Source: an optimization exercise on an open RTL-to-GDS flow (aim: small area, a short achievable clock period and few clock cycles). Production flows keep margins and buffers that such runs may drop. Only the layout flow was run in this run; the RTL was not checked for function there. No activity file was given, so power comes from the tool's default toggle rates.

<file path="flow/config.mk">
export PLATFORM = sky130hd
export DESIGN_NAME = hexahedron_to_tetrahedra_split
export DESIGN_NICKNAME = hexahedron_to_tetrahedra_split
export VERILOG_FILES = /design/flow/design.v
export SDC_FILE = /design/flow/constraint.sdc
export NUM_CORES = 4
export LEC_CHECK = 0
export CAP_MARGIN = 20
export CORE_MARGIN = 2
export CORE_UTILIZATION = 40
export SLEW_MARGIN = 20
</file>
<file path="flow/run.sh">
#!/bin/bash
# synth_recipe.tcl (not shown) runs the flow's synth.tcl, then flattens the netlist and writes it again
# the make line also repeats each setting of config.mk as NAME=value (left out here)
make -C /OpenROAD-flow-scripts/flow DESIGN_CONFIG=/design/flow/config.mk WORK_HOME=/design/flow/orfs CLKGATE_MAP_FILE= SYNTH_SCRIPT=/design/flow/synth_recipe.tcl finish
</file>
<file path="flow/design.v">
`default_nettype none
package hts_pkg;
    localparam int unsigned NUM_CORNERS = 8;
    localparam int unsigned NUM_MINS    = 6;
    localparam int unsigned MAX_TETS    = 6;
    localparam int unsigned TET_WIDTH   = 32;
    typedef logic [2:0] t_corner;
    typedef logic [2:0] t_tet_idx;
    typedef logic [1:0] t_nbits;
    typedef logic [2:0] t_diag;
    typedef enum logic [1:0] {
        ROT_NONE = 2'd0,
        ROT_120  = 2'd1,
        ROT_240  = 2'd2
    } t_rot;
    localparam t_tet_idx TET_LAST_FIVE = 3'd4;
    localparam t_tet_idx TET_LAST_SIX  = 3'd5;
    function automatic t_corner corner_perm(input t_corner r, input t_corner k);
        case ({r, k})
            6'd0: corner_perm = 3'd0; 6'd1: corner_perm = 3'd1; 6'd2: corner_perm = 3'd2; 6'd3: corner_perm = 3'd3;
            6'd4: corner_perm = 3'd4; 6'd5: corner_perm = 3'd5; 6'd6: corner_perm = 3'd6; 6'd7: corner_perm = 3'd7;
            6'd8: corner_perm = 3'd1; 6'd9: corner_perm = 3'd0; 6'd10: corner_perm = 3'd4; 6'd11: corner_perm = 3'd5;
            6'd12: corner_perm = 3'd2; 6'd13: corner_perm = 3'd3; 6'd14: corner_perm = 3'd7; 6'd15: corner_perm = 3'd6;
            6'd16: corner_perm = 3'd2; 6'd17: corner_perm = 3'd1; 6'd18: corner_perm = 3'd5; 6'd19: corner_perm = 3'd6;
            6'd20: corner_perm = 3'd3; 6'd21: corner_perm = 3'd0; 6'd22: corner_perm = 3'd4; 6'd23: corner_perm = 3'd7;
            6'd24: corner_perm = 3'd3; 6'd25: corner_perm = 3'd0; 6'd26: corner_perm = 3'd1; 6'd27: corner_perm = 3'd2;
            6'd28: corner_perm = 3'd7; 6'd29: corner_perm = 3'd4; 6'd30: corner_perm = 3'd5; 6'd31: corner_perm = 3'd6;
            6'd32: corner_perm = 3'd4; 6'd33: corner_perm = 3'd0; 6'd34: corner_perm = 3'd3; 6'd35: corner_perm = 3'd7;
            6'd36: corner_perm = 3'd5; 6'd37: corner_perm = 3'd1; 6'd38: corner_perm = 3'd2; 6'd39: corner_perm = 3'd6;
            6'd40: corner_perm = 3'd5; 6'd41: corner_perm = 3'd1; 6'd42: corner_perm = 3'd0; 6'd43: corner_perm = 3'd4;
            6'd44: corner_perm = 3'd6; 6'd45: corner_perm = 3'd2; 6'd46: corner_perm = 3'd3; 6'd47: corner_perm = 3'd7;
            6'd48: corner_perm = 3'd6; 6'd49: corner_perm = 3'd2; 6'd50: corner_perm = 3'd1; 6'd51: corner_perm = 3'd5;
            6'd52: corner_perm = 3'd7; 6'd53: corner_perm = 3'd3; 6'd54: corner_perm = 3'd0; 6'd55: corner_perm = 3'd4;
            6'd56: corner_perm = 3'd7; 6'd57: corner_perm = 3'd3; 6'd58: corner_perm = 3'd2; 6'd59: corner_perm = 3'd6;
            6'd60: corner_perm = 3'd4; 6'd61: corner_perm = 3'd0; 6'd62: corner_perm = 3'd1; 6'd63: corner_perm = 3'd5;
            default: corner_perm = 3'd0;
        endcase
    endfunction
    function automatic t_rot rot_of_bits(input t_diag bits);
        case (bits)
            3'd0: rot_of_bits = t_rot'(2'd0);
            3'd1: rot_of_bits = t_rot'(2'd1);
            3'd2: rot_of_bits = t_rot'(2'd2);
            3'd3: rot_of_bits = t_rot'(2'd0);
            3'd4: rot_of_bits = t_rot'(2'd0);
            3'd5: rot_of_bits = t_rot'(2'd2);
            3'd6: rot_of_bits = t_rot'(2'd1);
            3'd7: rot_of_bits = t_rot'(2'd0);
            default: rot_of_bits = t_rot'(2'd0);
        endcase
    endfunction
    function automatic t_corner split_tab(input t_nbits n, input t_tet_idx k, input logic [1:0] c);
        case ({n, k, c})
            7'd0: split_tab = 3'd0; 7'd1: split_tab = 3'd1; 7'd2: split_tab = 3'd2; 7'd3: split_tab = 3'd5;
            7'd4: split_tab = 3'd0; 7'd5: split_tab = 3'd2; 7'd6: split_tab = 3'd7; 7'd7: split_tab = 3'd5;
            7'd8: split_tab = 3'd0; 7'd9: split_tab = 3'd2; 7'd10: split_tab = 3'd3; 7'd11: split_tab = 3'd7;
            7'd12: split_tab = 3'd0; 7'd13: split_tab = 3'd5; 7'd14: split_tab = 3'd7; 7'd15: split_tab = 3'd4;
            7'd16: split_tab = 3'd2; 7'd17: split_tab = 3'd7; 7'd18: split_tab = 3'd5; 7'd19: split_tab = 3'd6;
            7'd20: split_tab = 3'd0; 7'd21: split_tab = 3'd0; 7'd22: split_tab = 3'd0; 7'd23: split_tab = 3'd0;
            7'd32: split_tab = 3'd0; 7'd33: split_tab = 3'd5; 7'd34: split_tab = 3'd7; 7'd35: split_tab = 3'd4;
            7'd36: split_tab = 3'd0; 7'd37: split_tab = 3'd1; 7'd38: split_tab = 3'd7; 7'd39: split_tab = 3'd5;
            7'd40: split_tab = 3'd1; 7'd41: split_tab = 3'd6; 7'd42: split_tab = 3'd7; 7'd43: split_tab = 3'd5;
            7'd44: split_tab = 3'd0; 7'd45: split_tab = 3'd7; 7'd46: split_tab = 3'd2; 7'd47: split_tab = 3'd3;
            7'd48: split_tab = 3'd0; 7'd49: split_tab = 3'd7; 7'd50: split_tab = 3'd1; 7'd51: split_tab = 3'd2;
            7'd52: split_tab = 3'd1; 7'd53: split_tab = 3'd7; 7'd54: split_tab = 3'd6; 7'd55: split_tab = 3'd2;
            7'd64: split_tab = 3'd0; 7'd65: split_tab = 3'd4; 7'd66: split_tab = 3'd5; 7'd67: split_tab = 3'd6;
            7'd68: split_tab = 3'd0; 7'd69: split_tab = 3'd3; 7'd70: split_tab = 3'd7; 7'd71: split_tab = 3'd6;
            7'd72: split_tab = 3'd0; 7'd73: split_tab = 3'd7; 7'd74: split_tab = 3'd4; 7'd75: split_tab = 3'd6;
            7'd76: split_tab = 3'd0; 7'd77: split_tab = 3'd1; 7'd78: split_tab = 3'd2; 7'd79: split_tab = 3'd5;
            7'd80: split_tab = 3'd0; 7'd81: split_tab = 3'd3; 7'd82: split_tab = 3'd6; 7'd83: split_tab = 3'd2;
            7'd84: split_tab = 3'd0; 7'd85: split_tab = 3'd6; 7'd86: split_tab = 3'd5; 7'd87: split_tab = 3'd2;
            7'd96: split_tab = 3'd0; 7'd97: split_tab = 3'd2; 7'd98: split_tab = 3'd3; 7'd99: split_tab = 3'd6;
            7'd100: split_tab = 3'd0; 7'd101: split_tab = 3'd3; 7'd102: split_tab = 3'd7; 7'd103: split_tab = 3'd6;
            7'd104: split_tab = 3'd0; 7'd105: split_tab = 3'd7; 7'd106: split_tab = 3'd4; 7'd107: split_tab = 3'd6;
            7'd108: split_tab = 3'd0; 7'd109: split_tab = 3'd5; 7'd110: split_tab = 3'd6; 7'd111: split_tab = 3'd4;
            7'd112: split_tab = 3'd1; 7'd113: split_tab = 3'd5; 7'd114: split_tab = 3'd6; 7'd115: split_tab = 3'd0;
            7'd116: split_tab = 3'd1; 7'd117: split_tab = 3'd6; 7'd118: split_tab = 3'd2; 7'd119: split_tab = 3'd0;
            default: split_tab = 3'd0;
        endcase
    endfunction
    function automatic t_corner rot_map(input t_rot rot, input t_corner l);
        case ({rot, l})
            5'b01_001: rot_map = 3'd4;
            5'b01_100: rot_map = 3'd3;
            5'b01_011: rot_map = 3'd1;
            5'b01_101: rot_map = 3'd7;
            5'b01_111: rot_map = 3'd2;
            5'b01_010: rot_map = 3'd5;
            5'b10_001: rot_map = 3'd3;
            5'b10_011: rot_map = 3'd4;
            5'b10_100: rot_map = 3'd1;
            5'b10_101: rot_map = 3'd2;
            5'b10_010: rot_map = 3'd7;
            5'b10_111: rot_map = 3'd5;
            default:   rot_map = l;
        endcase
    endfunction
    function automatic logic [1:0] cmp8(input logic [7:0] a, input logic [7:0] b);
        logic [7:0] l0, g0;
        logic [3:0] l1, g1;
        logic [1:0] l2, g2;
        l0 = ~a & b;
        g0 = a & ~b;
        for (int i = 0; i < 4; i++) begin
            l1[i] = l0[2*i+1] | (~g0[2*i+1] & l0[2*i]);
            g1[i] = g0[2*i+1] | (~l0[2*i+1] & g0[2*i]);
        end
        for (int i = 0; i < 2; i++) begin
            l2[i] = l1[2*i+1] | (~g1[2*i+1] & l1[2*i]);
            g2[i] = g1[2*i+1] | (~l1[2*i+1] & g1[2*i]);
        end
        cmp8[1] = l2[1] | (~g2[1] & l2[0]);
        cmp8[0] = g2[1] | (~l2[1] & g2[0]);
    endfunction
    function automatic t_nbits nbits(input t_diag d);
        case (d)
            3'b000:                 nbits = 2'd0;
            3'b001, 3'b010, 3'b100: nbits = 2'd1;
            3'b011, 3'b101, 3'b110: nbits = 2'd2;
            default:                nbits = 2'd3;
        endcase
    endfunction
    function automatic logic [7:0] onehot(input t_corner c);
        for (int i = 0; i < 8; i++) begin
            onehot[i] = (c == 3'(i));
        end
    endfunction
endpackage
`default_nettype wire
`default_nettype none
module hexahedron_to_tetrahedra_split #(
    parameter int unsigned INDEX_WIDTH = 32
) (
    input  logic                          i_clk,
    input  logic                          i_rst_n,
    input  logic                          i_valid,
    output logic                          o_stall,
    input  logic [INDEX_WIDTH-1:0]        i_vertex_0,
    input  logic [INDEX_WIDTH-1:0]        i_vertex_1,
    input  logic [INDEX_WIDTH-1:0]        i_vertex_2,
    input  logic [INDEX_WIDTH-1:0]        i_vertex_3,
    input  logic [INDEX_WIDTH-1:0]        i_vertex_4,
    input  logic [INDEX_WIDTH-1:0]        i_vertex_5,
    input  logic [INDEX_WIDTH-1:0]        i_vertex_6,
    input  logic [INDEX_WIDTH-1:0]        i_vertex_7,
    output logic                          o_valid,
    input  logic                          i_stall,
    output logic [hts_pkg::TET_WIDTH-1:0] o_tet_a,
    output logic [hts_pkg::TET_WIDTH-1:0] o_tet_b,
    output logic [hts_pkg::TET_WIDTH-1:0] o_tet_c,
    output logic [hts_pkg::TET_WIDTH-1:0] o_tet_d,
    output logic                          o_last_of_run
);
    localparam int unsigned W  = INDEX_WIDTH;
    localparam int unsigned NB = W / 8;        
    logic [7:0][W-1:0] w_in_v;
    assign w_in_v[0] = i_vertex_0;
    assign w_in_v[1] = i_vertex_1;
    assign w_in_v[2] = i_vertex_2;
    assign w_in_v[3] = i_vertex_3;
    assign w_in_v[4] = i_vertex_4;
    assign w_in_v[5] = i_vertex_5;
    assign w_in_v[6] = i_vertex_6;
    assign w_in_v[7] = i_vertex_7;
    logic [1:0] r_cnt;                      
    logic       r_done;                     
    logic       w_first;
    logic [7:0][7:0] w_byte;
    assign w_first = (r_cnt == 2'd0);
    always_comb begin
        for (int k = 0; k < 8; k++) begin
            w_byte[k] = w_in_v[k][8*r_cnt +: 8];
        end
    end
    logic [7:0][7:0] r_lt;
    function automatic logic is_edge(input int i, input int j);
        case (i * 8 + j)
            1, 3, 4, 10, 13, 19, 22, 31, 37, 39, 46, 55: is_edge = 1'b1;
            default: is_edge = 1'b0;
        endcase
    endfunction
    logic [7:0][7:0][1:0] w_cmp;
    always_comb begin
        w_cmp = '0;
        for (int x = 1; x < 8; x++) begin
            for (int y = 0; y < x; y++) begin
                w_cmp[x][y] = hts_pkg::cmp8(w_byte[x], w_byte[y]);
            end
        end
    end
    always_ff @(posedge i_clk) begin
        if (!r_done) begin
            for (int x = 1; x < 8; x++) begin
                for (int y = 0; y < x; y++) begin
                    r_lt[x][y] <= w_cmp[x][y][1] || (!w_cmp[x][y][0] && !w_first && r_lt[x][y]);
                    if (is_edge(y, x)) begin
                        r_lt[y][x] <= w_cmp[x][y][0] || (!w_cmp[x][y][1] && !w_first && r_lt[y][x]);
                    end
                end
            end
        end
    end
    logic [7:0]       w_win;                 
    logic [7:0][2:0]  w_dr;                  
    logic [3:0][7:0]  w_sel0;                
    hts_pkg::t_corner w_r;
    hts_pkg::t_diag   w_bits;
    assign w_win[0] = !r_lt[1][0] && !r_lt[2][0] && !r_lt[3][0] && !r_lt[4][0] && !r_lt[5][0] && !r_lt[6][0] && !r_lt[7][0];
    assign w_dr[0][2] = (r_lt[1][2] || r_lt[6][2]) && (r_lt[1][5] || r_lt[6][5]);
    assign w_dr[0][1] = (r_lt[3][2] || r_lt[6][2]) && (r_lt[3][7] || r_lt[6][7]);
    assign w_dr[0][0] = (r_lt[4][5] || r_lt[6][5]) && (r_lt[4][7] || r_lt[6][7]);
    assign w_win[1] = r_lt[1][0] && !r_lt[2][1] && !r_lt[3][1] && !r_lt[4][1] && !r_lt[5][1] && !r_lt[6][1] && !r_lt[7][1];
    assign w_dr[1][2] = (r_lt[0][4] || r_lt[7][4]) && (r_lt[0][3] || r_lt[7][3]);
    assign w_dr[1][1] = (r_lt[5][4] || r_lt[7][4]) && (r_lt[5][6] || r_lt[7][6]);
    assign w_dr[1][0] = (r_lt[2][3] || r_lt[7][3]) && (r_lt[2][6] || r_lt[7][6]);
    assign w_win[2] = r_lt[2][0] && r_lt[2][1] && !r_lt[3][2] && !r_lt[4][2] && !r_lt[5][2] && !r_lt[6][2] && !r_lt[7][2];
    assign w_dr[2][2] = (r_lt[1][5] || r_lt[4][5]) && (r_lt[1][0] || r_lt[4][0]);
    assign w_dr[2][1] = (r_lt[6][5] || r_lt[4][5]) && (r_lt[6][7] || r_lt[4][7]);
    assign w_dr[2][0] = (r_lt[3][0] || r_lt[4][0]) && (r_lt[3][7] || r_lt[4][7]);
    assign w_win[3] = r_lt[3][0] && r_lt[3][1] && r_lt[3][2] && !r_lt[4][3] && !r_lt[5][3] && !r_lt[6][3] && !r_lt[7][3];
    assign w_dr[3][2] = (r_lt[0][1] || r_lt[5][1]) && (r_lt[0][4] || r_lt[5][4]);
    assign w_dr[3][1] = (r_lt[2][1] || r_lt[5][1]) && (r_lt[2][6] || r_lt[5][6]);
    assign w_dr[3][0] = (r_lt[7][4] || r_lt[5][4]) && (r_lt[7][6] || r_lt[5][6]);
    assign w_win[4] = r_lt[4][0] && r_lt[4][1] && r_lt[4][2] && r_lt[4][3] && !r_lt[5][4] && !r_lt[6][4] && !r_lt[7][4];
    assign w_dr[4][2] = (r_lt[0][3] || r_lt[2][3]) && (r_lt[0][1] || r_lt[2][1]);
    assign w_dr[4][1] = (r_lt[7][3] || r_lt[2][3]) && (r_lt[7][6] || r_lt[2][6]);
    assign w_dr[4][0] = (r_lt[5][1] || r_lt[2][1]) && (r_lt[5][6] || r_lt[2][6]);
    assign w_win[5] = r_lt[5][0] && r_lt[5][1] && r_lt[5][2] && r_lt[5][3] && r_lt[5][4] && !r_lt[6][5] && !r_lt[7][5];
    assign w_dr[5][2] = (r_lt[1][0] || r_lt[3][0]) && (r_lt[1][2] || r_lt[3][2]);
    assign w_dr[5][1] = (r_lt[4][0] || r_lt[3][0]) && (r_lt[4][7] || r_lt[3][7]);
    assign w_dr[5][0] = (r_lt[6][2] || r_lt[3][2]) && (r_lt[6][7] || r_lt[3][7]);
    assign w_win[6] = r_lt[6][0] && r_lt[6][1] && r_lt[6][2] && r_lt[6][3] && r_lt[6][4] && r_lt[6][5] && !r_lt[7][6];
    assign w_dr[6][2] = (r_lt[2][1] || r_lt[0][1]) && (r_lt[2][3] || r_lt[0][3]);
    assign w_dr[6][1] = (r_lt[5][1] || r_lt[0][1]) && (r_lt[5][4] || r_lt[0][4]);
    assign w_dr[6][0] = (r_lt[7][3] || r_lt[0][3]) && (r_lt[7][4] || r_lt[0][4]);
    assign w_win[7] = r_lt[7][0] && r_lt[7][1] && r_lt[7][2] && r_lt[7][3] && r_lt[7][4] && r_lt[7][5] && r_lt[7][6];
    assign w_dr[7][2] = (r_lt[3][2] || r_lt[1][2]) && (r_lt[3][0] || r_lt[1][0]);
    assign w_dr[7][1] = (r_lt[6][2] || r_lt[1][2]) && (r_lt[6][5] || r_lt[1][5]);
    assign w_dr[7][0] = (r_lt[4][0] || r_lt[1][0]) && (r_lt[4][5] || r_lt[1][5]);
    assign w_sel0[0] = w_win;
    assign w_sel0[1][0] = (w_win[1] && (w_dr[1] == 3'b000 || w_dr[1] == 3'b101)) || (w_win[2] && (w_dr[2] == 3'b100)) || (w_win[3] && (w_dr[3] == 3'b000 || w_dr[3] == 3'b101)) || (w_win[4] && (w_dr[4] == 3'b000 || w_dr[4] == 3'b101)) || (w_win[5] && (w_dr[5] == 3'b010 || w_dr[5] == 3'b111)) || (w_win[7] && (w_dr[7] == 3'b100));
    assign w_sel0[1][1] = (w_win[0] && (w_dr[0] == 3'b000 || w_dr[0] == 3'b101)) || (w_win[2] && (w_dr[2] == 3'b000 || w_dr[2] == 3'b101)) || (w_win[3] && (w_dr[3] == 3'b010 || w_dr[3] == 3'b111)) || (w_win[4] && (w_dr[4] == 3'b100)) || (w_win[5] && (w_dr[5] == 3'b000 || w_dr[5] == 3'b101)) || (w_win[6] && (w_dr[6] == 3'b010 || w_dr[6] == 3'b111));
    assign w_sel0[1][2] = (w_win[0] && (w_dr[0] == 3'b010 || w_dr[0] == 3'b111)) || (w_win[1] && (w_dr[1] == 3'b011)) || (w_win[3] && (w_dr[3] == 3'b110)) || (w_win[5] && (w_dr[5] == 3'b100)) || (w_win[6] && (w_dr[6] == 3'b000 || w_dr[6] == 3'b101)) || (w_win[7] && (w_dr[7] == 3'b010 || w_dr[7] == 3'b111));
    assign w_sel0[1][3] = (w_win[0] && (w_dr[0] == 3'b110)) || (w_win[1] && (w_dr[1] == 3'b100)) || (w_win[2] && (w_dr[2] == 3'b011)) || (w_win[4] && (w_dr[4] == 3'b010 || w_dr[4] == 3'b111)) || (w_win[6] && (w_dr[6] == 3'b100)) || (w_win[7] && (w_dr[7] == 3'b000 || w_dr[7] == 3'b101));
    assign w_sel0[1][4] = (w_win[0] && (w_dr[0] == 3'b011)) || (w_win[1] && (w_dr[1] == 3'b010 || w_dr[1] == 3'b111)) || (w_win[3] && (w_dr[3] == 3'b100)) || (w_win[5] && (w_dr[5] == 3'b110)) || (w_win[6] && (w_dr[6] == 3'b001)) || (w_win[7] && (w_dr[7] == 3'b011));
    assign w_sel0[1][5] = (w_win[0] && (w_dr[0] == 3'b100)) || (w_win[1] && (w_dr[1] == 3'b110)) || (w_win[2] && (w_dr[2] == 3'b010 || w_dr[2] == 3'b111)) || (w_win[4] && (w_dr[4] == 3'b011)) || (w_win[6] && (w_dr[6] == 3'b110)) || (w_win[7] && (w_dr[7] == 3'b001));
    assign w_sel0[1][6] = (w_win[1] && (w_dr[1] == 3'b001)) || (w_win[2] && (w_dr[2] == 3'b110)) || (w_win[3] && (w_dr[3] == 3'b001)) || (w_win[4] && (w_dr[4] == 3'b001)) || (w_win[5] && (w_dr[5] == 3'b011)) || (w_win[7] && (w_dr[7] == 3'b110));
    assign w_sel0[1][7] = (w_win[0] && (w_dr[0] == 3'b001)) || (w_win[2] && (w_dr[2] == 3'b001)) || (w_win[3] && (w_dr[3] == 3'b011)) || (w_win[4] && (w_dr[4] == 3'b110)) || (w_win[5] && (w_dr[5] == 3'b001)) || (w_win[6] && (w_dr[6] == 3'b011));
    assign w_sel0[2][0] = (w_win[2] && (w_dr[2] == 3'b010 || w_dr[2] == 3'b011)) || (w_win[5] && (w_dr[5] == 3'b000 || w_dr[5] == 3'b001 || w_dr[5] == 3'b101)) || (w_win[7] && (w_dr[7] == 3'b010 || w_dr[7] == 3'b011));
    assign w_sel0[2][1] = (w_win[3] && (w_dr[3] == 3'b000 || w_dr[3] == 3'b001 || w_dr[3] == 3'b101)) || (w_win[4] && (w_dr[4] == 3'b010 || w_dr[4] == 3'b011)) || (w_win[6] && (w_dr[6] == 3'b000 || w_dr[6] == 3'b001 || w_dr[6] == 3'b101));
    assign w_sel0[2][2] = (w_win[0] && (w_dr[0] == 3'b000 || w_dr[0] == 3'b001 || w_dr[0] == 3'b101)) || (w_win[3] && (w_dr[3] == 3'b111)) || (w_win[5] && (w_dr[5] == 3'b010 || w_dr[5] == 3'b011)) || (w_win[7] && (w_dr[7] == 3'b000 || w_dr[7] == 3'b001 || w_dr[7] == 3'b101));
    assign w_sel0[2][3] = (w_win[0] && (w_dr[0] == 3'b111)) || (w_win[1] && (w_dr[1] == 3'b010 || w_dr[1] == 3'b011)) || (w_win[4] && (w_dr[4] == 3'b000 || w_dr[4] == 3'b001 || w_dr[4] == 3'b101)) || (w_win[6] && (w_dr[6] == 3'b010 || w_dr[6] == 3'b011));
    assign w_sel0[2][4] = (w_win[1] && (w_dr[1] == 3'b000 || w_dr[1] == 3'b001 || w_dr[1] == 3'b101)) || (w_win[3] && (w_dr[3] == 3'b010 || w_dr[3] == 3'b011)) || (w_win[5] && (w_dr[5] == 3'b111)) || (w_win[6] && (w_dr[6] == 3'b100 || w_dr[6] == 3'b110));
    assign w_sel0[2][5] = (w_win[0] && (w_dr[0] == 3'b010 || w_dr[0] == 3'b011)) || (w_win[1] && (w_dr[1] == 3'b111)) || (w_win[2] && (w_dr[2] == 3'b000 || w_dr[2] == 3'b001 || w_dr[2] == 3'b101)) || (w_win[6] && (w_dr[6] == 3'b111)) || (w_win[7] && (w_dr[7] == 3'b100 || w_dr[7] == 3'b110));
    assign w_sel0[2][6] = (w_win[1] && (w_dr[1] == 3'b100 || w_dr[1] == 3'b110)) || (w_win[2] && (w_dr[2] == 3'b111)) || (w_win[3] && (w_dr[3] == 3'b100 || w_dr[3] == 3'b110)) || (w_win[4] && (w_dr[4] == 3'b100 || w_dr[4] == 3'b110)) || (w_win[7] && (w_dr[7] == 3'b111));
    assign w_sel0[2][7] = (w_win[0] && (w_dr[0] == 3'b100 || w_dr[0] == 3'b110)) || (w_win[2] && (w_dr[2] == 3'b100 || w_dr[2] == 3'b110)) || (w_win[4] && (w_dr[4] == 3'b111)) || (w_win[5] && (w_dr[5] == 3'b100 || w_dr[5] == 3'b110));
    assign w_sel0[3][0] = (w_win[1] && (w_dr[1] == 3'b010)) || (w_win[2] && (w_dr[2] == 3'b000)) || (w_win[3] && (w_dr[3] == 3'b010)) || (w_win[4] && (w_dr[4] == 3'b010)) || (w_win[6] && (w_dr[6] == 3'b011 || w_dr[6] == 3'b101 || w_dr[6] == 3'b110 || w_dr[6] == 3'b111)) || (w_win[7] && (w_dr[7] == 3'b000));
    assign w_sel0[3][1] = (w_win[0] && (w_dr[0] == 3'b010)) || (w_win[2] && (w_dr[2] == 3'b010)) || (w_win[4] && (w_dr[4] == 3'b000)) || (w_win[5] && (w_dr[5] == 3'b010)) || (w_win[7] && (w_dr[7] == 3'b011 || w_dr[7] == 3'b101 || w_dr[7] == 3'b110 || w_dr[7] == 3'b111));
    assign w_sel0[3][2] = (w_win[1] && (w_dr[1] == 3'b100)) || (w_win[3] && (w_dr[3] == 3'b001)) || (w_win[4] && (w_dr[4] == 3'b011 || w_dr[4] == 3'b101 || w_dr[4] == 3'b110 || w_dr[4] == 3'b111)) || (w_win[5] && (w_dr[5] == 3'b000)) || (w_win[6] && (w_dr[6] == 3'b010));
    assign w_sel0[3][3] = (w_win[0] && (w_dr[0] == 3'b001)) || (w_win[1] && (w_dr[1] == 3'b000)) || (w_win[2] && (w_dr[2] == 3'b100)) || (w_win[5] && (w_dr[5] == 3'b011 || w_dr[5] == 3'b101 || w_dr[5] == 3'b110 || w_dr[5] == 3'b111)) || (w_win[6] && (w_dr[6] == 3'b000)) || (w_win[7] && (w_dr[7] == 3'b010));
    assign w_sel0[3][4] = (w_win[0] && (w_dr[0] == 3'b100)) || (w_win[2] && (w_dr[2] == 3'b011 || w_dr[2] == 3'b101 || w_dr[2] == 3'b110 || w_dr[2] == 3'b111)) || (w_win[3] && (w_dr[3] == 3'b000)) || (w_win[5] && (w_dr[5] == 3'b001)) || (w_win[7] && (w_dr[7] == 3'b100));
    assign w_sel0[3][5] = (w_win[0] && (w_dr[0] == 3'b000)) || (w_win[1] && (w_dr[1] == 3'b001)) || (w_win[3] && (w_dr[3] == 3'b011 || w_dr[3] == 3'b101 || w_dr[3] == 3'b110 || w_dr[3] == 3'b111)) || (w_win[4] && (w_dr[4] == 3'b100)) || (w_win[6] && (w_dr[6] == 3'b001));
    assign w_sel0[3][6] = (w_win[0] && (w_dr[0] == 3'b011 || w_dr[0] == 3'b101 || w_dr[0] == 3'b110 || w_dr[0] == 3'b111)) || (w_win[2] && (w_dr[2] == 3'b001)) || (w_win[5] && (w_dr[5] == 3'b100)) || (w_win[7] && (w_dr[7] == 3'b001));
    assign w_sel0[3][7] = (w_win[1] && (w_dr[1] == 3'b011 || w_dr[1] == 3'b101 || w_dr[1] == 3'b110 || w_dr[1] == 3'b111)) || (w_win[3] && (w_dr[3] == 3'b100)) || (w_win[4] && (w_dr[4] == 3'b001)) || (w_win[6] && (w_dr[6] == 3'b100));
    function automatic logic [11:0] next_loc(input logic [2:0] bits, input logic [2:0] k);
        case ({bits, k})
            6'b000_001: next_loc = {3'd5, 3'd7, 3'd2, 3'd0};
            6'b000_010: next_loc = {3'd7, 3'd3, 3'd2, 3'd0};
            6'b000_011: next_loc = {3'd4, 3'd7, 3'd5, 3'd0};
            6'b000_100: next_loc = {3'd6, 3'd5, 3'd7, 3'd2};
            6'b001_001: next_loc = {3'd7, 3'd2, 3'd4, 3'd0};
            6'b001_010: next_loc = {3'd7, 3'd2, 3'd6, 3'd4};
            6'b001_011: next_loc = {3'd1, 3'd5, 3'd2, 3'd0};
            6'b001_100: next_loc = {3'd5, 3'd4, 3'd2, 3'd0};
            6'b001_101: next_loc = {3'd5, 3'd6, 3'd2, 3'd4};
            6'b010_001: next_loc = {3'd2, 3'd5, 3'd3, 3'd0};
            6'b010_010: next_loc = {3'd2, 3'd5, 3'd6, 3'd3};
            6'b010_011: next_loc = {3'd4, 3'd7, 3'd5, 3'd0};
            6'b010_100: next_loc = {3'd7, 3'd3, 3'd5, 3'd0};
            6'b010_101: next_loc = {3'd7, 3'd6, 3'd5, 3'd3};
            6'b011_001: next_loc = {3'd6, 3'd7, 3'd3, 3'd0};
            6'b011_010: next_loc = {3'd6, 3'd4, 3'd7, 3'd0};
            6'b011_011: next_loc = {3'd5, 3'd2, 3'd1, 3'd0};
            6'b011_100: next_loc = {3'd2, 3'd6, 3'd3, 3'd0};
            6'b011_101: next_loc = {3'd2, 3'd5, 3'd6, 3'd0};
            6'b100_001: next_loc = {3'd5, 3'd7, 3'd1, 3'd0};
            6'b100_010: next_loc = {3'd5, 3'd7, 3'd6, 3'd1};
            6'b100_011: next_loc = {3'd3, 3'd2, 3'd7, 3'd0};
            6'b100_100: next_loc = {3'd2, 3'd1, 3'd7, 3'd0};
            6'b100_101: next_loc = {3'd2, 3'd6, 3'd7, 3'd1};
            6'b101_001: next_loc = {3'd6, 3'd5, 3'd4, 3'd0};
            6'b101_010: next_loc = {3'd6, 3'd1, 3'd5, 3'd0};
            6'b101_011: next_loc = {3'd2, 3'd7, 3'd3, 3'd0};
            6'b101_100: next_loc = {3'd7, 3'd6, 3'd4, 3'd0};
            6'b101_101: next_loc = {3'd7, 3'd2, 3'd6, 3'd0};
            6'b110_001: next_loc = {3'd6, 3'd2, 3'd1, 3'd0};
            6'b110_010: next_loc = {3'd6, 3'd3, 3'd2, 3'd0};
            6'b110_011: next_loc = {3'd7, 3'd5, 3'd4, 3'd0};
            6'b110_100: next_loc = {3'd5, 3'd6, 3'd1, 3'd0};
            6'b110_101: next_loc = {3'd5, 3'd7, 3'd6, 3'd0};
            6'b111_001: next_loc = {3'd6, 3'd7, 3'd3, 3'd0};
            6'b111_010: next_loc = {3'd6, 3'd4, 3'd7, 3'd0};
            6'b111_011: next_loc = {3'd4, 3'd6, 3'd5, 3'd0};
            6'b111_100: next_loc = {3'd0, 3'd6, 3'd5, 3'd1};
            6'b111_101: next_loc = {3'd0, 3'd2, 3'd6, 3'd1};
            default: next_loc = '0;
        endcase
    endfunction
    always_comb begin
        w_r    = '0;
        w_bits = '0;
        for (int i = 0; i < 8; i++) begin
            if (w_win[i]) begin
                w_bits = w_bits | w_dr[i];
                w_r    = w_r | 3'(i);
            end
        end
    end
    logic [7:0][W-1:0]     r_v;
    logic                  r_vld;
    hts_pkg::t_tet_idx     r_k;
    hts_pkg::t_diag        r_bits;
    hts_pkg::t_corner      r_r;
    logic                  r_last;
    logic [3:0][7:0]       r_sel;                  
    logic w_free;
    logic w_load;
    logic w_take;
    logic w_start;
    assign w_take  = r_vld && !i_stall;
    assign w_start = !r_vld || r_last;             
    assign w_free  = !r_vld || (r_last && !i_stall);
    assign o_stall = !(r_done && w_free);
    assign w_load  = i_valid && r_done && w_free;
    hts_pkg::t_tet_idx s_k;
    logic [3:0][2:0]   s_c;
    logic [3:0][7:0]   s_sel;
    logic              s_last;
    always_comb begin
        s_k  = r_k + 3'd1;
        s_c  = next_loc(r_bits, r_k + 3'd1);
        for (int c = 0; c < 4; c++) begin
            s_sel[c] = hts_pkg::onehot(hts_pkg::corner_perm(r_r, s_c[c]));
        end
        s_last = (s_k == ((r_bits == 3'd0) ? hts_pkg::TET_LAST_FIVE : hts_pkg::TET_LAST_SIX));
    end
    always_ff @(posedge i_clk) begin
        if (!i_rst_n) begin
            r_vld  <= 1'b0;
            r_cnt  <= '0;
            r_done <= 1'b0;
        end else begin
            if (w_load) begin
                r_vld <= 1'b1;
            end else if (w_take && r_last) begin
                r_vld <= 1'b0;
            end
            if (w_load) begin
                r_cnt  <= '0;
                r_done <= 1'b0;
            end else if (i_valid && !r_done) begin
                r_cnt  <= r_cnt + 2'd1;
                r_done <= (r_cnt == 2'(NB - 1));
            end
        end
    end
    always_ff @(posedge i_clk) begin
        if (r_done && w_free) begin
            r_v    <= w_in_v;
            r_bits <= w_bits;
            r_r    <= w_r;
        end
        if (w_load || w_take) begin
            if (w_start) begin
                r_k    <= '0;
                r_sel  <= w_sel0;
                r_last <= 1'b0;
            end else begin
                r_k    <= s_k;
                r_sel  <= s_sel;
                r_last <= s_last;
            end
        end
    end
    logic [3:0][W-1:0] w_tet;
    always_comb begin
        w_tet = '0;
        for (int c = 0; c < 4; c++) begin
            for (int k = 0; k < 8; k++) begin
                w_tet[c] = w_tet[c] | (r_v[k] & {W{r_sel[c][k]}});
            end
        end
    end
    assign o_valid       = r_vld;
    assign o_last_of_run = r_last;
    assign o_tet_a       = w_tet[0];
    assign o_tet_b       = w_tet[1];
    assign o_tet_c       = w_tet[2];
    assign o_tet_d       = w_tet[3];
endmodule
`default_nettype wire
</file>
<file path="flow/constraint.sdc">
create_clock -name core_clock -period 6.5 [get_ports {i_clk}]
set_input_delay 1.3000 -clock core_clock [delete_from_list [all_inputs] [get_ports {i_clk}]]
set_output_delay 1.3000 -clock core_clock [all_outputs]
set_load 0.01 [all_outputs]
</file>
==> results_dict.tcl <==
set metrics [dict create \
    netlist_instances 2552 \
    p_sw_mw 2.777 \
    fin_crit_sh_pct 76.15 \
    crit_type "flip-flop to flip-flop" \
    grt_pass1_wl_microns 192500 \
    holdBufCountCts 0 \
    tightest_slew_ns 1.375 \
    die_x_microns 254.6 \
    grt_antenna_before_repair 8 \
    synth_seq_area_share_pct 40.74 \
    drive_gt1_share_pct 8.096 \
    p_seq_share_pct 37.6 \
    grt_use_total_pct 41.27 \
    clockPowerShare_pct 31.9 \
    cts_root_buf "clkbuf_16" \
    hold_start "r_done" \
    swShare_pct 36.52 \
    grt_max_degree 82 \
    syn_to_final_growth_pct 24.10 \
    power.leakage_nw 10.29 \
    ys_types 88 \
    cp-end-kind "flip-flop" \
    drc 0 \
    comb_power_share_pct 30.5 \
    fp.coreArea_sq_um 61940 \
    cts_made_buffers 42 \
    nets 3115 \
    postRouteAntennaNets 0 \
    ir_worst_vdd_v 0.0001569 \
    yosys_warnings 1 \
    postCtsSetupRepairBufs 0 \
    timing.rr.start "r_k[0]" \
    clk_latency_ns 0.60 \
    io_buffers 390 \
    synthFlopType "edfxtp_1" \
    fp.dieH_microns 254.6 \
    cp_data_required_time_ns 6.83 \
    fin_crit_ns 4.950 \
    slew_violations 0 \
    dp_cells 3635 \
    start_kind "flip-flop" \
    p_int_mw 4.825 \
    cp.arrival_ns 5.28 \
    instances_no_fill 3717 \
    slew_headroom_pct 8.336 \
    cts_tree "done" \
    syn-cell-area_sq_um 25110 \
    cts_num_sinks 342 \
    start_util_pct 40.54 \
    drtPass1Iterations 13 \
    setup_violations 0 \
    hold_ws_ns 0.5758 \
    cts_max_path_buffers 3 \
    std_cell_rows 91 \
    first_iter_violations 5658 \
    dpl_cell_area_sq_um 29760 \
    hold_violations 0 \
    worstHoldPathType "flip-flop to flip-flop" \
    grt_pass1_vias 26068 \
    gp_congestion 1.006 \
    die_area_sq_um 64800 \
    post_cts_resized 0 \
    yosysTopAreaCellShare_pct 40.42 \
    wl_per_cell_microns 37.19 \
    startpoint "r_k[0]" \
    synth_top_area_cell "edfxtp_1" \
    clk_pin_slew_worst_paths_ns 0.06 \
    post_synth.cell_area_avg_sq_um 9.840 \
    design_area_sq_um 31170 \
    outcome "complete, no violations" \
    cts_max_level 2 \
    syn_nets 2823 \
    synth_edf_count 338 \
    power_density_nw_per_um2 243.9 \
    dpl.hpwl_microns 97160 \
    viasPerCell 7.453 \
    path_max_fanout 26 \
    routed-via-count 27704 \
    drt_wl_total_microns 138200 \
    synthArstFlopShare_pct 0 \
    io_pins 391 \
    max_freq_mhz 202.0 \
    maxCapViolations 0 \
    overflow 0 \
    synthTopCellsByArea "edfxtp_1, a22oi_1, maj3_1" \
    skew_ns 0.02903 \
    synth_seq_cells 342 \
    finalSetupTns_ns 0 \
    rsz0062_at_grt "false" \
]
[state kept, by name, indices dropped and copies added, names as in the netlist]
register,count
r_bits,3
r_cnt,2
r_done,1
r_k,3
r_last,1
r_lt,40
r_r,3
r_sel,32
r_v,256
r_vld,1
[final timing paths]
path                     to  slack [ns]  cells past startpoint
hold / removal       r_done        0.58                      2
setup / recovery  r_sel[15]        1.55                     11
hold reg to reg      r_done        0.58                      2
setup reg to reg  r_sel[15]        1.55                     11
[through the flow]
step | setup WS [ns] | utilization [%] | power, mW
2_1_floorplan | 0.6044 | - | 4.126
4_1_cts | 1.644 | 50.25 | 7.477
5_1_grt | 1.302 | 50.31 | 7.780
3_3_place_gp | 1.693 | 47.90 | 5.085
3_5_place_dp | 1.687 | 48.05 | 5.088
6_report | 1.550 | 50.32 | 7.602
[critical path, cell delays in order, from the launching register on]
cell	delay [ns]
edfxtp_1	0.53
ha_1	0.47
inv_1	0.16
ha_1	0.84
nand2b_1	0.37
nand3_1	0.12
a311oi_1	0.39
or3_4	0.22
xor2_1	0.30
mux4_2	0.58
or3_4	0.43
a32o_1	0.27
[power by group through the flow]
| stage | sequential [mW] | clock (mW) | combinational (mW) |
|---|---|---|---|
| after global placement | 2.88 | 0 | 2.21 |
| after CTS | 2.83 | 2.42 | 2.22 |
| after floorplan | 2.73 | 0 | 1.40 |
| after global routing | 2.85 | 2.50 | 2.42 |
| after detailed placement | 2.88 | 0 | 2.21 |
| final | 2.86 | 2.43 | 2.32 |
[area by class of cell]
cell class                      instances  area (sq um)
Antenna cell                            2         5.005
Clock buffer                           48          1074
Clock inverter                         30         292.8
Fill cell                            5661         30770
Inverter                               33         127.6
Multi-Input combinational cell       1964         13860
Sequential cell                       342         10240
Tap cell                              837          1047
Timing Repair Buffer                  461          4522
[synth_stat cells (23+ instances only)]
master	count
a21oi_1	79
a22oi_1	523
a31oi_1	23
buf_2	25
clkbuf_1	164
edfxtp_1	338
inv_1	30
maj3_1	96
mux2_2	33
mux2i_1	61
mux4_2	33
nand2_1	195
nand2b_1	75
nand3_1	28
nand4_1	137
nor2_1	134
nor2b_1	47
nor3_1	31
o21a_1	25
o21ai_0	87
o22ai_1	33
[cells by family (layout without fill, tap and decap cells)]
kind of cell / Yosys count / in the layout / synth area share (%)
AOI/OAI and AO/OA: 1008 / 1008 / 28.93
and+or+nand+nor: 708 / 708 / 14.37
DFF: 342 / 342 / 40.74
buffers and inverters: 246 / 572 / 4.135
muxes: 127 / 127 / 6.871
adders and majority gates: 109 / 109 / 4.464
xor gates and xnor gates: 12 / 12 / 0.4933
other: 0 / 2 / 0
[cells in the final DEF (no fill, tap or decap), types with 42 or more instances in the layout]
cell type and instances:
a22oi_1 523, clkdlybuf4s50_1 390, edfxtp_1 338, nand2_1 195, nand4_1 137, nor2_1 134, maj3_1 96, o21ai_0 87
a21oi_1 79, nand2b_1 75, buf_4 61, mux2i_1 60, nor2b_1 47, clkbuf_16 42
[metal layers]
layer  GRT usage (%)  up-vias  wire length, microns
met3           15.57      734                 22010
met1           53.99    13192                 50080
met4           21.47        6                  9531
met5               0        -                    42
met2           59.18     2754                 56590
li1                -    11018                     -

-- re-timing with driven ports --
The results above use ideal ports. As a check the final layout listed here was re-extracted and re-timed, cells and wires unchanged.
Step 1: set_driving_cell puts a clkbuf_16 on i_clk and a buf_2 on each other input, an assumption about the parent block.
Step 2 also shifts input and output timing later by t, the mid clock arrival at the registers, as if the neighbouring blocks saw the same clock.
Slacks: no drivers / after step 1 / after step 2; pairs: no drivers / after step 1.
shift t [ns]: 0.649
slack for setup (ns): 1.550 / 1.497 / 1.550
hold slack, ns: 0.576 / 0.576 / 0.576
worst setup path at the end: register to register
latest minus earliest clock arrival (ns): 0.033 / 0.033
After both steps setup and hold are still met in this run. For this run, drivers alone change the setup slack by -0.053 ns; drivers and shift together by 0.000 ns.
